Source: an optimization exercise on an open RTL-to-GDS flow (aim: small area, a short achievable clock period and few clock cycles per item). Production flows keep margins and buffers that such runs may drop. Only simulation tests tie the RTL to the original design; equivalence was not proved. Power figures rest on the tool's default switching activity, not on a simulated workload.

==> flow/design.v (excerpt) <==
module aes256_key_expand (
  input  logic         clk,
  input  logic         reset,
  input  logic         start,
  input  logic [255:0] key_in,
  output logic         busy,
  output logic         rk_valid,
  input  logic         rk_ready,
  output logic [3:0]   rk_round,
  output logic [31:0]  k0_out,
  output logic [31:0]  k1_out,
  output logic [31:0]  k2_out,
  output logic [31:0]  k3_out,
  output logic         done
);
Settings: LEC_CHECK=0, CAP_MARGIN=20, CORE_MARGIN=2, CORE_UTILIZATION=40, CTS_BUF_LIST=sky130_fd_sc_hd__clkbuf_4 sky130_fd_sc_hd__clkbuf_8, PLACE_DENSITY=0.6, SETUP_SLACK_MARGIN=3.5, SLEW_MARGIN=20; clock period 6.0 ns.
standard.sh (not shown) runs the stock make flow with config.mk's settings and CLKGATE_MAP_FILE= SYNTH_SCRIPT=/design/flow/synth_recipe.tcl, a recipe that flattens the netlist after the stock synthesis.
==> flow/flow/run.sh <==
#!/bin/bash
# Layout flow: the standard ORFS flow with two changes.
#  - Synthesis runs flow/my_synth.tcl: the standard synthesis script with a
#    different ABC mapping script (flow/my_abc.script) and without Yosys's
#    half/full-adder extraction. The registers come from the same Yosys
#    passes as in the standard synthesis.
#  - Every input and output port still gets its own buffer, but buffer_ports
#    is told to use the plain buf_1 cell instead of the delay cells it picks
#    by itself.
# ORFS writes each step's full log under orfs/logs; make's own output goes to
# flow_orfs.log in this folder.
set -euo pipefail
here=$(pwd)
bash standard.sh \
  SYNTH_SCRIPT="$here/flow/my_synth.tcl" \
  BUFFER_PORTS_ARGS="-buffer_cell sky130_fd_sc_hd__buf_1" \
  finish > "$here/flow_orfs.log" 2>&1
==> flow/flow/my_abc.script <==
strash
dc2
dch
map -D 1200
topo
stime -c
buffer -c
upsize -c
dnsize -c
==> flow/flow/my_synth.tcl <==
set my_abc_script [file join [file dirname [file normalize [info script]]] my_abc.script]
proc synth {args} { yosys synth -nofsm -noshare {*}$args }
proc extract_fa {args} { puts "my_synth: extract_fa skipped" }
proc abc {args} {
  set i [lsearch -exact $args -script]
  if {$i >= 0} { lset args [expr {$i + 1}] $::my_abc_script }
  yosys abc {*}$args
}
source $::env(SCRIPTS_DIR)/synth.tcl
# left out here: clear keep_hierarchy, flatten, clean up, hide names made inside functions, write 1_2_yosys.v
The first run produced a clean layout.
Testbench counts at the start, summed over its fixed seeds: cycles 3,072, keys 192.
Change:
--- a/flow/config.mk
+++ b/flow/config.mk
@@ -9,6 +9,6 @@
 export CORE_MARGIN = 2
 export CORE_UTILIZATION = 40
-export CTS_BUF_LIST = sky130_fd_sc_hd__clkbuf_4 sky130_fd_sc_hd__clkbuf_8
-export PLACE_DENSITY = 0.6
+export PLACE_DENSITY = 0.7
 export SETUP_SLACK_MARGIN = 3.5
 export SLEW_MARGIN = 20
+export TNS_END_PERCENT = 0
After rerunning: The changed run completed without violations. Routed wire length drops by about 2%. Setup slack gains 0.069 ns. Synthesized area stays the same. Hold slack improves by 0.0034 ns. Combinational power falls by 5.5%.
Change:
==> flow/flow/run.sh (replaced) <==
#!/bin/bash
# Layout flow: the standard ORFS flow, except that synthesis runs
# flow/my_synth.tcl (the standard synthesis script with a different ABC
# mapping script and without half/full-adder extraction). The registers are
# made by the same Yosys passes as in the standard synthesis.
# Every tool's output goes to a log file in this folder (and ORFS's own logs
# under orfs/logs).
set -euo pipefail
here=$(pwd)
bash standard.sh SYNTH_SCRIPT="$here/flow/my_synth.tcl" finish > "$here/flow_orfs.log" 2>&1
==> flow/flow/my_abc.script (replaced) <==
strash
dch
map
topo
stime -c
buffer -c
upsize -c
dnsize -c
--- a/flow/config.mk
+++ b/flow/config.mk
@@ -9,6 +9,5 @@
 export CORE_MARGIN = 2
 export CORE_UTILIZATION = 40
-export PLACE_DENSITY = 0.7
-export SETUP_SLACK_MARGIN = 3.5
+export PLACE_DENSITY = 0.6
+export SETUP_SLACK_MARGIN = 4.0
 export SLEW_MARGIN = 20
-export TNS_END_PERCENT = 0
- cell area is higher by 47%
- global-route usage is higher by 6.3 points
- total power is higher by 27%
- die area is higher by 7.4%
- routed wire length is higher by 28%
- worst hold slack is worse by 0.0039 ns
- register-to-register slack is about the same
- setup slack is better by 0.014 ns
- non-clock buffer count is higher by 448
- clock power is higher by about 10%
- area after synthesis is higher by 7.5%


aes256_key_expand again, from the RTL that the note above started with.
==> flow/design.v (excerpt) <==
module aes256_key_expand (
  input  logic         clk,
  input  logic         reset,
  input  logic         start,
  input  logic [255:0] key_in,
  output logic         busy,
  output logic         rk_valid,
  input  logic         rk_ready,
  output logic [3:0]   rk_round,
  output logic [31:0]  k0_out,
  output logic [31:0]  k1_out,
  output logic [31:0]  k2_out,
  output logic [31:0]  k3_out,
  output logic         done
);
export LEC_CHECK = 0
export CAP_MARGIN = 20
export CORE_MARGIN = 2
export CORE_UTILIZATION = 40
export PLACE_DENSITY = 0.6
export SETUP_SLACK_MARGIN = 3.5
export SLEW_MARGIN = 20
create_clock -name core_clock -period 6.0 [get_ports {clk}]
==> flow/flow/run.sh <==
#!/bin/bash
# Layout flow: the standard ORFS flow with two changes.
#  - Synthesis runs flow/my_synth.tcl: the standard synthesis script with a
#    different ABC mapping script (flow/my_abc.script) and without Yosys's
#    half/full-adder extraction. The registers come from the same Yosys
#    passes as in the standard synthesis.
#  - Every input and output port still gets its own buffer, but buffer_ports
#    is told to use the plain buf_1 cell instead of the delay cells it picks
#    by itself.
# ORFS writes each step's full log under orfs/logs; make's own output goes to
# flow_orfs.log in this folder.
set -euo pipefail
here=$(pwd)
bash standard.sh \
  SYNTH_SCRIPT="$here/flow/my_synth.tcl" \
  BUFFER_PORTS_ARGS="-buffer_cell sky130_fd_sc_hd__buf_1" \
  finish > "$here/flow_orfs.log" 2>&1
==> flow/flow/my_abc.script <==
strash
dc2
dch
map -D 1200
topo
stime -c
buffer -c
upsize -c
dnsize -c
Scripts as last shown in full above: flow/flow/my_synth.tcl
Testbench counts at the start, summed over its fixed seeds: cycles 3,072, keys 192.
Edit:
==> flow/flow/run.sh (replaced) <==
#!/bin/bash
# Layout flow: the standard ORFS flow, except that synthesis runs
# flow/my_synth.tcl (the standard synthesis script with a different ABC
# mapping script and without half/full-adder extraction). The registers are
# made by the same Yosys passes as in the standard synthesis.
# Every tool's output goes to a log file in this folder (and ORFS's own logs
# under orfs/logs).
set -euo pipefail
here=$(pwd)
bash standard.sh SYNTH_SCRIPT="$here/flow/my_synth.tcl" finish > "$here/flow_orfs.log" 2>&1
==> flow/flow/my_abc.script (replaced) <==
strash
dch
map
topo
stime -c
buffer -c
upsize -c
dnsize -c
Settings changed: CORE_UTILIZATION 40 to 55, PLACE_DENSITY 0.6 to 0.7, SETUP_SLACK_MARGIN 3.5 to 4.0.
Effect: With this change the flow died in global routing (5_1_grt). Area after synthesis grows by 7.5%. Synthesized cell count grows by 9.0%.
Edit:
==> flow/flow/run.sh (replaced) <==
#!/bin/bash
# Layout flow: the standard ORFS flow with two changes.
#  - Synthesis runs flow/my_synth.tcl: the standard synthesis script with a
#    different ABC mapping script (flow/my_abc.script) and without Yosys's
#    half/full-adder extraction. The registers come from the same Yosys
#    passes as in the standard synthesis.
#  - Every input and output port still gets its own buffer, but buffer_ports
#    is told to use the plain buf_1 cell instead of the delay cells it picks
#    by itself.
# ORFS writes each step's full log under orfs/logs; make's own output goes to
# flow_orfs.log in this folder.
set -euo pipefail
here=$(pwd)
bash standard.sh \
  SYNTH_SCRIPT="$here/flow/my_synth.tcl" \
  BUFFER_PORTS_ARGS="-buffer_cell sky130_fd_sc_hd__buf_1" \
  finish > "$here/flow_orfs.log" 2>&1
==> flow/flow/my_abc.script (replaced) <==
strash
dc2
dch
map -D 1200
topo
stime -c
buffer -c
upsize -c
dnsize -c
Settings changed: CORE_UTILIZATION 55 to 40, PLACE_DENSITY 0.7 to 0.6, SETUP_SLACK_MARGIN 4.0 to 3.7.
With this change the flow passed the timing, design-rule and antenna checks.
Synthesized area fell by a little under a tenth.
Synthesized cell count decreases by a little under a tenth.


Starting RTL as in the previous note.
## aes256_key_expand
module aes256_key_expand (
  input  logic         clk,
  input  logic         reset,
  input  logic         start,
  input  logic [255:0] key_in,
  output logic         busy,
  output logic         rk_valid,
  input  logic         rk_ready,
  output logic [3:0]   rk_round,
  output logic [31:0]  k0_out,
  output logic [31:0]  k1_out,
  output logic [31:0]  k2_out,
  output logic [31:0]  k3_out,
  output logic         done
);
clock: 6.0 ns
lec_check: 0
cap_margin: 20
core_margin: 2
core_utilization: 40
place_density: 0.6
setup_slack_margin: 3.5
slew_margin: 20
==> flow/flow/run.sh <==
#!/bin/bash
# Layout flow: the standard ORFS flow, except that synthesis runs
# flow/my_synth.tcl (the standard synthesis script with a different ABC
# mapping script and without half/full-adder extraction). The registers are
# made by the same Yosys passes as in the standard synthesis.
# Every tool's output goes to a log file in this folder (and ORFS's own logs
# under orfs/logs).
set -euo pipefail
here=$(pwd)
bash standard.sh SYNTH_SCRIPT="$here/flow/my_synth.tcl" finish > "$here/flow_orfs.log" 2>&1
==> flow/flow/my_abc.script <==
strash
dc2
dch
map
topo
stime -c
buffer -c
upsize -c
dnsize -c
Scripts as last shown in full above: flow/flow/my_synth.tcl
Testbench counts at the start, summed over its fixed seeds: cycles 3,072, keys 192.
Next try:
==> flow/flow/my_abc.script (replaced) <==
strash
dch
map
topo
stime -c
buffer -c
upsize -c
dnsize -c
Settings changed: SETUP_SLACK_MARGIN 3.5 to 3.0.
Outcome:
- The new run passed the timing, design-rule and antenna checks
- core utilization goes down by 6.7 points
- via count drops by 2.3%
- total power is lower by 15%


aes256_key_expand again, from the RTL that the note above started with.
## aes256_key_expand
module aes256_key_expand (
  input  logic         clk,
  input  logic         reset,
  input  logic         start,
  input  logic [255:0] key_in,
  output logic         busy,
  output logic         rk_valid,
  input  logic         rk_ready,
  output logic [3:0]   rk_round,
  output logic [31:0]  k0_out,
  output logic [31:0]  k1_out,
  output logic [31:0]  k2_out,
  output logic [31:0]  k3_out,
  output logic         done
);
export LEC_CHECK = 0
export CAP_MARGIN = 20
export CORE_MARGIN = 2
export CORE_UTILIZATION = 40
export PLACE_DENSITY = 0.6
export SETUP_SLACK_MARGIN = 3.3
export SLEW_MARGIN = 20
create_clock -name core_clock -period 6.0 [get_ports {clk}]
==> flow/flow/my_abc.script <==
strash
dch
map
topo
stime -c
buffer -c
upsize -c
dnsize -c
Scripts as last shown in full above: flow/flow/run.sh, flow/flow/my_synth.tcl
Testbench counts at the start, summed over its fixed seeds: cycles 3,072, keys 192.
Rerun with:
==> flow/flow/my_abc.script (replaced) <==
strash
dc2
dch
map
topo
stime -c
buffer -c
upsize -c
dnsize -c
--- a/flow/config.mk
+++ b/flow/config.mk
@@ -12 +12 @@
-export SETUP_SLACK_MARGIN = 3.3
+export SETUP_SLACK_MARGIN = 3.7
- setup slack improves by 150 ps
- register-to-register slack improves by 150 ps
- count of clock-buffer cells in the layout goes down by 7
- synthesized area goes down by 2.6%
- sequential power goes up by about 5%
- fmax goes up by 5.6%
- sequential share of layout area goes down by 1.8 points
- global-route usage goes up by 3.4 points
- routed wire length goes up by 9.1%
Rerun with:
==> flow/flow/run.sh (replaced) <==
#!/bin/bash
# Layout flow: the standard ORFS flow with two changes.
#  - Synthesis runs flow/my_synth.tcl: the standard synthesis script with a
#    different ABC mapping script (flow/my_abc.script) and without Yosys's
#    half/full-adder extraction. The registers come from the same Yosys
#    passes as in the standard synthesis.
#  - Every input and output port still gets its own buffer, but buffer_ports
#    is told to use the plain buf_1 cell instead of the delay cells it picks
#    by itself.
# ORFS writes each step's full log under orfs/logs; make's own output goes to
# flow_orfs.log in this folder.
set -euo pipefail
here=$(pwd)
bash standard.sh \
  SYNTH_SCRIPT="$here/flow/my_synth.tcl" \
  BUFFER_PORTS_ARGS="-buffer_cell sky130_fd_sc_hd__buf_1" \
  finish > "$here/flow_orfs.log" 2>&1
==> flow/flow/my_abc.script (replaced) <==
strash
dc2
dch
map -D 1200
topo
stime -c
buffer -c
upsize -c
dnsize -c
--- a/flow/config.mk
+++ b/flow/config.mk
@@ -12 +12 @@
-export SETUP_SLACK_MARGIN = 3.7
+export SETUP_SLACK_MARGIN = 3.6
@@ -13,0 +14 @@
+export TNS_END_PERCENT = 0
The changed run completed with no timing, DRC or antenna violations.
Clock power went up by about 2%.
Total power went down by 13%.
Die area went down by about 4.4%.
Routed wire length went down by 12%.
Worst setup slack is worse by 23 ps.
Maximum frequency went down by about 0.9%.
Rerun with:
==> flow/flow/my_abc.script (replaced) <==
strash
dc2
dch
map -D 1500
topo
stime -c
buffer -c
upsize -c
dnsize -c
--- a/flow/config.mk
+++ b/flow/config.mk
@@ -12 +12 @@
-export SETUP_SLACK_MARGIN = 3.6
+export SETUP_SLACK_MARGIN = 3.5
@@ -14 +13,0 @@
-export TNS_END_PERCENT = 0
After rerunning: Flip-flop and latch count stays the same. Combinational power rises by about 60%. Maximum frequency is lower by 25%. Register-to-register slack gets worse by 860 ps. Design area climbs by 7.1%. Global-route usage went up by 1.5 points. Sequential power climbs by 11%. Cell count is lower by 7.0%. Setup slack gets worse by 860 ps. Synthesized cell count decreases by 12%. Utilization went up by 7.6 points.
Rerun with:
==> flow/flow/my_abc.script (replaced) <==
strash
dc2
dch
map -D 1200
topo
stime -c
buffer -c
upsize -c
dnsize -c
--- a/flow/config.mk
+++ b/flow/config.mk
@@ -13,0 +14 @@
+export TNS_END_PERCENT = 0
- hold slack improved by 31 ps
- wire length is lower by about 5%
- count of clock-buffer cells in the layout is higher by 7
- die area is higher by about 7%
- first-iteration DRC count is lower by 19%
- cell area is lower by about 4.6%
- clock power is higher by about 10%
- fmax is higher by 37%
- combinational power is lower by about 36%

## what the ideal ports hide
The results above use ideal ports. As a check the final layouts listed here were re-extracted and re-timed, cells and wires unchanged. Step 1 sets driving cells, clkbuf_16 on the clock port and buf_2 on the other inputs (assumed; they add their load-dependent delay and slew). Step 2, shift: input delay + t, output delay - t, t = (earliest + latest rising clock arrival at the registers) / 2. This alone moves slack from input paths to output paths. Slacks: ideal ports / drivers / drivers and shift; pairs: ideal ports / drivers.
run | t (ns) | slack for setup (ns) | worst setup path at the end | slew at the worst register clock pin (ns) | worst slew at a driven data input, ns
the first run of note 1 | 0.703 | 3.360 / 3.360 / 2.913 | input to register | 0.07 / 0.07 | 0.14
the second run of note 1 | 0.659 | 3.429 / 3.421 / 2.885 | input to register | 0.07 / 0.07 | 0.21
the third run of note 1 | 0.683 | 3.444 / 3.444 / 3.043 | input to register | 0.07 / 0.07 | 0.15
the first run of note 2 | 0.673 | 3.399 / 3.399 / 2.931 | input to register | 0.07 / 0.07 | 0.15
the third run of note 2 | 0.677 | 3.475 / 3.475 / 2.962 | input to register | 0.07 / 0.07 | 0.13
the first run of note 3 | 0.625 | 3.462 / 3.439 / 2.884 | input to register | 0.08 / 0.08 | 0.13
the second run of note 3 | 0.634 | 2.920 / 2.920 / 2.483 | input to register | 0.07 / 0.07 | 0.13
the first run of note 4 | 0.639 | 3.248 / 3.248 / 2.961 | input to register | 0.07 / 0.07 | 0.13
the second run of note 4 | 0.655 | 3.394 / 3.394 / 3.073 | input to register | 0.06 / 0.06 | 0.11
the third run of note 4 | 0.665 | 3.371 / 3.371 / 2.788 | input to register | 0.07 / 0.07 | 0.17
the fourth run of note 4 | 0.621 | 2.512 / 2.512 / 2.512 | register to register | 0.08 / 0.08 | 0.13
the fifth run of note 4 | 0.613 | 3.454 / 3.428 / 2.889 | input to register | 0.06 / 0.06 | 0.12
After both steps setup and hold are still met in every run listed. The setup slack of the third run of note 4, which loses most, moves by 0.000 ns with the drivers and by -0.583 ns with both steps.
